Context: an optimization exercise on an open-source flow, tuned for small area. The choices shown serve that exercise and are no tape-out recipe.
Where RTL was checked, it was by simulation tests only, not by an equivalence proof against the original.

== run a ==
==> flow/design.v (excerpt) <==
module fft_peak_detect
#(
  parameter int DATA_W = fft_peak_detect_pkg::FPD_DATA_W,
  parameter int FFT_N  = 1024,
  parameter int IDX_W  = fft_peak_detect_pkg::FPD_IDX_W
) (
  input  logic                sys_clk,
  input  logic                sys_rst,
  input  logic [DATA_W-1:0]   s_re,
  input  logic [DATA_W-1:0]   s_im,
  input  logic                s_valid,
  input  logic                s_last,
  output logic                s_ready,
  output logic [IDX_W-1:0]    peak_idx,
  output logic [2*DATA_W-1:0] peak_pow,
  output logic                peak_valid,
  output logic                frame_err,
  output logic                busy
);
  localparam int PW = 2 * DATA_W;
  logic             en_q, post_q, bad_q;
  logic [IDX_W-1:0] cnt_q, run_idx_q, peak_idx_q;
  logic [PW-1:0]    run_pow_q, peak_pow_q;
  logic             w_accept, w_at_end, w_last, w_elig, w_first, w_hit, w_load;
  logic [PW-1:0]    w_pow;
  logic             w_gt;
  assign w_accept = s_valid & s_ready;
  assign w_at_end = &cnt_q;
  assign w_last   = w_accept & (s_last | w_at_end);
  assign w_elig   = ~cnt_q[IDX_W-1] & (|cnt_q);
  assign w_first  = (cnt_q == IDX_W'(1));
  fft_mag2_pipe #(.DATA_W(DATA_W)) u_mag2 (
    .in_re   (s_re),
    .in_im   (s_im),
    .out_pow (w_pow)
  );
  fft_peak_cmp #(.W(PW)) u_cmp (.a(w_pow), .b(run_pow_q), .gt(w_gt), .lt());
  assign w_hit  = w_accept & w_elig & (w_first | w_gt);
  assign w_load = post_q & (cnt_q == IDX_W'(FFT_N - 2)) & ~bad_q;
  always_ff @(posedge sys_clk) begin
  ...
For scale: about 1000 cells after synthesis.
export LEC_CHECK = 0
export CAP_MARGIN = 0
export CORE_MARGIN = 2
export CORE_UTILIZATION = 65
export CTS_BUF_LIST = sky130_fd_sc_hd__clkbuf_8
export GPL_TIMING_DRIVEN = 0
export SLEW_MARGIN = 0
create_clock -name core_clock -period 10.0 [get_ports {sys_clk}]
standard.sh (not shown) runs the stock make flow with config.mk's settings and CLKGATE_MAP_FILE= SYNTH_SCRIPT=/design/flow/synth_recipe.tcl, a recipe that flattens the netlist after the stock synthesis.
==> flow/flow/run.sh <==
#!/bin/bash
# Standard synthesis, then a netlist clean-up (flow/faflip.py: full adders
# flipped to cancel inverters, single-load inverters folded into their
# driver), then the standard layout from floorplan on, with plain buf_1
# port buffers.
set -euo pipefail
RES=orfs/results/sky130hd/fft_peak_detect/base
bash standard.sh synth > synth.log 2>&1
cp $RES/1_2_yosys.v yosys_std.v
python3 flow/faflip.py yosys_std.v $RES/1_2_yosys.v > faflip.log 2>&1
rm -f $RES/1_synth.odb
export PRE_GLOBAL_PLACE_TCL="$PWD/flow/ports.tcl"
bash standard.sh > layout.log 2>&1
Other scripts of this flow, unchanged in this note and not shown: flow/flow/faflip.py, flow/flow/ports.tcl
No stage failed in run a, and the final checks on the layout all came back clean.
diff inputs: run a => run b
Settings: removing GPL_TIMING_DRIVEN (formerly 0); changing CORE_UTILIZATION from 65 to 80.
Findings:
Run b reached the final stage; the timing, DRC and antenna checks on its layout passed.
| wire length on met3 | lower: run a |
Maximum frequency on run b is ahead of run a.
Going from run a to run b, the biggest fanout along the worst timing path was found to have gone up by 16.
Run b ended up with a lower buffers plus inverters on the worst setup path than run a did.
The run with more routed wire is run b, not run a.
Summary: shortest clock period the worst path allows after layout, run b better than run a
Setup slack in run b is larger than in run a.
Run b and run a ended up with nearly the same design area.
No functional check of the RTL was part of any run of this note.

Another version of the RTL of fft_peak_detect (not shown whole).
Size: roughly 970 cells after synthesis, about 0.011 mm^2 of cells after synthesis.
clock: 10.0 ns
lec_check: 0
cap_margin: 0
core_margin: 2
core_utilization: 65
cts_buf_list: sky130_fd_sc_hd__clkbuf_8
slew_margin: 0
Scripts as last shown in full above: flow/flow/run.sh
Other scripts of this flow, unchanged in this note and not shown: flow/flow/faflip.py, flow/flow/ports.tcl
==> next run, changes <==
--- a/flow/flow/run.sh
+++ b/flow/flow/run.sh
@@ -12,2 +12,3 @@
 export PRE_GLOBAL_PLACE_TCL="$PWD/flow/ports.tcl"
+export CTS_ARGS="-sink_clustering_enable -repair_clock_nets -buf_list sky130_fd_sc_hd__clkbuf_8 -dont_use_dummy_load"
 bash standard.sh > layout.log 2>&1
Setup slack is better by 0.034 ns; cell count decreases slightly; sequential share of layout area grows by 0.14 points; clock-buffer cell count is lower by 1; die area does not change; non-clock buffer count stays the same; cell area fell slightly.

Another version of the RTL of fft_peak_detect (not shown whole).
For scale: ~960 cells after synthesis, roughly 82 I/O pins, ~11000 sq um of cells after synthesis.
Design fft_peak_detect, start of the top module:
module fft_peak_detect
#(
  parameter int DATA_W = fft_peak_detect_pkg::FPD_DATA_W,
  parameter int FFT_N  = 1024,
  parameter int IDX_W  = fft_peak_detect_pkg::FPD_IDX_W
) (
  input  logic                sys_clk,
  input  logic                sys_rst,
  input  logic [DATA_W-1:0]   s_re,
  input  logic [DATA_W-1:0]   s_im,
  input  logic                s_valid,
  input  logic                s_last,
  output logic                s_ready,
  output logic [IDX_W-1:0]    peak_idx,
  output logic [2*DATA_W-1:0] peak_pow,
  output logic                peak_valid,
  output logic                frame_err,
  output logic                busy
);
clock: 10.0 ns
lec_check: 0
cap_margin: 0
core_margin: 2
core_utilization: 84
cts_buf_list: sky130_fd_sc_hd__clkbuf_8
gpl_timing_driven: 0
place_density: 0.9
slew_margin: 0
==> flow/flow/run.sh <==
#!/bin/bash
set -euo pipefail
RES=orfs/results/sky130hd/fft_peak_detect/base
bash standard.sh synth > synth.log 2>&1
cp $RES/1_2_yosys.v yosys_std.v
python3 flow/faflip.py yosys_std.v $RES/1_2_yosys.v > faflip.log 2>&1
rm -f $RES/1_synth.odb
export PRE_GLOBAL_PLACE_TCL="$PWD/flow/ports.tcl"
export CTS_ARGS="-sink_clustering_enable -repair_clock_nets -buf_list sky130_fd_sc_hd__clkbuf_8 -dont_use_dummy_load"
bash standard.sh > layout.log 2>&1
Other scripts of this flow, unchanged in this note and not shown: flow/flow/faflip.py, flow/flow/ports.tcl
The starting point passed the timing, DRC and antenna checks.
Next try:
CORE_UTILIZATION = 80   (was 84)
PLACE_DENSITY = not set   (was 0.9)
=> Routed wire length fell by 7.1%; clock skew climbs by 0.0074 ns; die area climbs by 4.8%; sequential share of layout area hardly moves.
Next try:
CORE_UTILIZATION = 84   (was 80)
PLACE_DENSITY = 0.75   (was not set)
Result: Final area stays flat; count of clock-buffer cells in the layout stays the same.

fft_peak_detect with an RTL version that a note above also has.
For scale: ~82 I/O pins, roughly 11,000 um^2 of cells after synthesis.
==> flow/config.mk <==
export PLATFORM = sky130hd
export DESIGN_NAME = fft_peak_detect
export DESIGN_NICKNAME = fft_peak_detect
export VERILOG_FILES = /design/flow/design.v
export SDC_FILE = /design/flow/constraint.sdc
export NUM_CORES = 4
export LEC_CHECK = 0
export CAP_MARGIN = 0
export CORE_MARGIN = 2
export CORE_UTILIZATION = 88
export CTS_BUF_LIST = sky130_fd_sc_hd__clkbuf_8
export SLEW_MARGIN = 0
==> flow/constraint.sdc <==
create_clock -name core_clock -period 10.0 [get_ports {sys_clk}]
set_input_delay 2.0000 -clock core_clock [delete_from_list [all_inputs] [get_ports {sys_clk}]]
set_output_delay 2.0000 -clock core_clock [all_outputs]
set_load 0.01 [all_outputs]
==> flow/flow/run.sh <==
#!/bin/bash
# Standard synthesis, then a netlist clean-up (flow/faflip.py: full adders
# flipped to cancel inverters, single-load inverters folded into their
# driver), then the standard layout from floorplan on, with plain buf_1
# port buffers.
set -euo pipefail
RES=orfs/results/sky130hd/fft_peak_detect/base
bash standard.sh synth > synth.log 2>&1
cp $RES/1_2_yosys.v yosys_std.v
python3 flow/faflip.py yosys_std.v $RES/1_2_yosys.v > faflip.log 2>&1
rm -f $RES/1_synth.odb
export PRE_GLOBAL_PLACE_TCL="$PWD/flow/ports.tcl"
export CTS_ARGS="-sink_clustering_enable -repair_clock_nets -buf_list sky130_fd_sc_hd__clkbuf_8 -dont_use_dummy_load"
bash standard.sh > layout.log 2>&1
Other scripts of this flow, unchanged in this note and not shown: flow/flow/faflip.py, flow/flow/ports.tcl
The starting point stopped in 5_1_grt.
==> next run, changes <==
--- a/flow/config.mk
+++ b/flow/config.mk
@@ -9,3 +9,3 @@
 export CORE_MARGIN = 2
-export CORE_UTILIZATION = 88
+export CORE_UTILIZATION = 80
 export CTS_BUF_LIST = sky130_fd_sc_hd__clkbuf_8
=> With this change the flow completed without violations; area after synthesis is unchanged; synthesized cell count does not change.
==> next run, changes <==
--- a/flow/config.mk
+++ b/flow/config.mk
@@ -11,2 +11,3 @@
 export CTS_BUF_LIST = sky130_fd_sc_hd__clkbuf_8
+export GPL_TIMING_DRIVEN = 0
 export SLEW_MARGIN = 0
Outcome:
- cell count shrinks by a few percent
- utilization shrinks by 1.9 points
- synthesized cell count is unchanged
- critical path depth is lower by 1
- area after synthesis is unchanged
- fmax went down slightly
- cell area shrinks by a few percent
- flip-flop and latch count does not change
- via count shrinks by a few percent
- global-route usage went down by 3.3 points

the previous run:
Another version of the RTL of fft_peak_detect (not shown whole).
Size in the first run: ~1000 cells after synthesis, roughly 11000 um2 of cells after synthesis.
Design fft_peak_detect, start of the top module:
module fft_peak_detect
#(
  parameter int DATA_W = fft_peak_detect_pkg::FPD_DATA_W,
  parameter int FFT_N  = 1024,
  parameter int IDX_W  = fft_peak_detect_pkg::FPD_IDX_W
) (
  input  logic                sys_clk,
  input  logic                sys_rst,
  input  logic [DATA_W-1:0]   s_re,
  input  logic [DATA_W-1:0]   s_im,
  input  logic                s_valid,
  input  logic                s_last,
  output logic                s_ready,
  output logic [IDX_W-1:0]    peak_idx,
  output logic [2*DATA_W-1:0] peak_pow,
  output logic                peak_valid,
  output logic                frame_err,
  output logic                busy
);
  localparam int PW = 2 * DATA_W;
  logic             en_q, post_q, bad_q;
  logic [IDX_W-1:0] cnt_q, run_idx_q, peak_idx_q;
  logic [PW-1:0]    run_pow_q, peak_pow_q;
  logic             w_accept, w_at_end, w_last, w_elig, w_first, w_hit, w_load;
  logic [PW-1:0]    w_pow;
  assign w_accept = s_valid & s_ready;
  assign w_at_end = &cnt_q;
  assign w_last   = w_accept & (s_last | w_at_end);
  assign w_elig   = ~cnt_q[IDX_W-1] & (|cnt_q);
  assign w_first  = (cnt_q == IDX_W'(1));
  fft_mag2_pipe #(.DATA_W(DATA_W)) u_mag2 (
  ...
Settings: LEC_CHECK=0, CAP_MARGIN=0, CORE_MARGIN=2, CORE_UTILIZATION=65, CTS_BUF_LIST=sky130_fd_sc_hd__clkbuf_8, SLEW_MARGIN=0; clock period 10.0 ns.
==> flow/flow/run.sh <==
#!/bin/bash
# Standard synthesis, then a netlist clean-up (flow/faflip.py: full adders
# flipped to cancel inverters, single-load inverters folded into their
# driver), then the standard layout from floorplan on, with plain buf_1
# port buffers.
set -euo pipefail
RES=orfs/results/sky130hd/fft_peak_detect/base
bash standard.sh synth > synth.log 2>&1
cp $RES/1_2_yosys.v yosys_std.v
python3 flow/faflip.py yosys_std.v $RES/1_2_yosys.v > faflip.log 2>&1
rm -f $RES/1_synth.odb
export BUFFER_PORTS_ARGS="-buffer_cell sky130_fd_sc_hd__buf_1"
bash standard.sh > layout.log 2>&1
Other scripts of this flow, unchanged in this note and not shown: flow/flow/faflip.py
Input-level comparison between the current run and the previous run:
--- a/flow/flow/run.sh
+++ b/flow/flow/run.sh
@@ -10,4 +10,4 @@
 python3 flow/faflip.py yosys_std.v $RES/1_2_yosys.v > faflip.log 2>&1
 rm -f $RES/1_synth.odb
-export BUFFER_PORTS_ARGS="-buffer_cell sky130_fd_sc_hd__buf_1"
+export PRE_GLOBAL_PLACE_TCL="$PWD/flow/ports.tcl"
 bash standard.sh > layout.log 2>&1
==> flow/flow/ports.tcl (new file) <==
# Port buffers: inputs get sky130_fd_sc_hd__buf_2 (they fan out to many gates),
# outputs the smallest plain buffer.
rename buffer_ports my_orig_buffer_ports
proc buffer_ports {args} {
  my_orig_buffer_ports -inputs -buffer_cell sky130_fd_sc_hd__buf_2
  my_orig_buffer_ports -outputs -buffer_cell sky130_fd_sc_hd__buf_1
}
Results
A end point of the critical path of run_pow_q[19] is what the current run shows, while run_pow_q[25] belongs to the previous run.
Taking the previous run as the reference point, the sum of net half-perimeters after detailed placement of the current run falls by 5.9%.
Looking at relative area change from synthesis to final layout across the previous run and the current run, the one that comes out higher is the previous run.
In the flow results for the previous run and the current run, the pre-CTS worst setup slack is larger on the current run.
The current run vs the previous run — count of non-filler cells in the finished layout dropped about 2.2%.
Going from the previous run to the current run, cell area after layout shrinks by about 1.5%.

==> re-timing with driven ports <==
The results above use ideal ports. As a check the final layouts listed here were re-extracted and re-timed, cells and wires unchanged. Step 1: set_driving_cell puts a clkbuf_16 on sys_clk and a buf_2 on each other input, an assumption about the parent block. Step 2 adds t to the input delays and takes it off the output delays; t is the mean of the earliest and latest rising clock arrival at the registers after step 1. Input paths then give back, and output paths get back, about the clock's delay inside the block. Three values: no drivers, after step 1, after step 2; two values: the first two.
run	shift t [ns]	setup WS [ns]	worst slew at a driven data input, ns
run a	0.396	0.239 / 0.243 / -0.153	0.05
run b	0.410	0.294 / 0.306 / -0.104	0.04
the first run of note 2	0.392	0.341 / 0.354 / -0.037	0.04
the second run of note 2	0.374	0.376 / 0.387 / 0.012	0.04
the first run of note 3	0.384	0.453 / 0.461 / 0.077	0.03
the second run of note 3	0.390	0.335 / 0.347 / -0.042	0.04
the third run of note 3	0.384	0.453 / 0.461 / 0.077	0.03
the second run of note 4	0.394	0.336 / 0.350 / -0.043	0.04
the third run of note 4	0.390	0.265 / 0.273 / -0.117	0.05
the previous run	0.428	0.378 / 0.395 / -0.033	0.04
the current run	0.420	0.491 / 0.509 / 0.089	0.04
Met with ideal ports but missed after step 2: setup timing in 7 of these runs. The setup slack of the previous run, which loses most, moves by +0.017 ns with the drivers and by -0.411 ns with both steps.
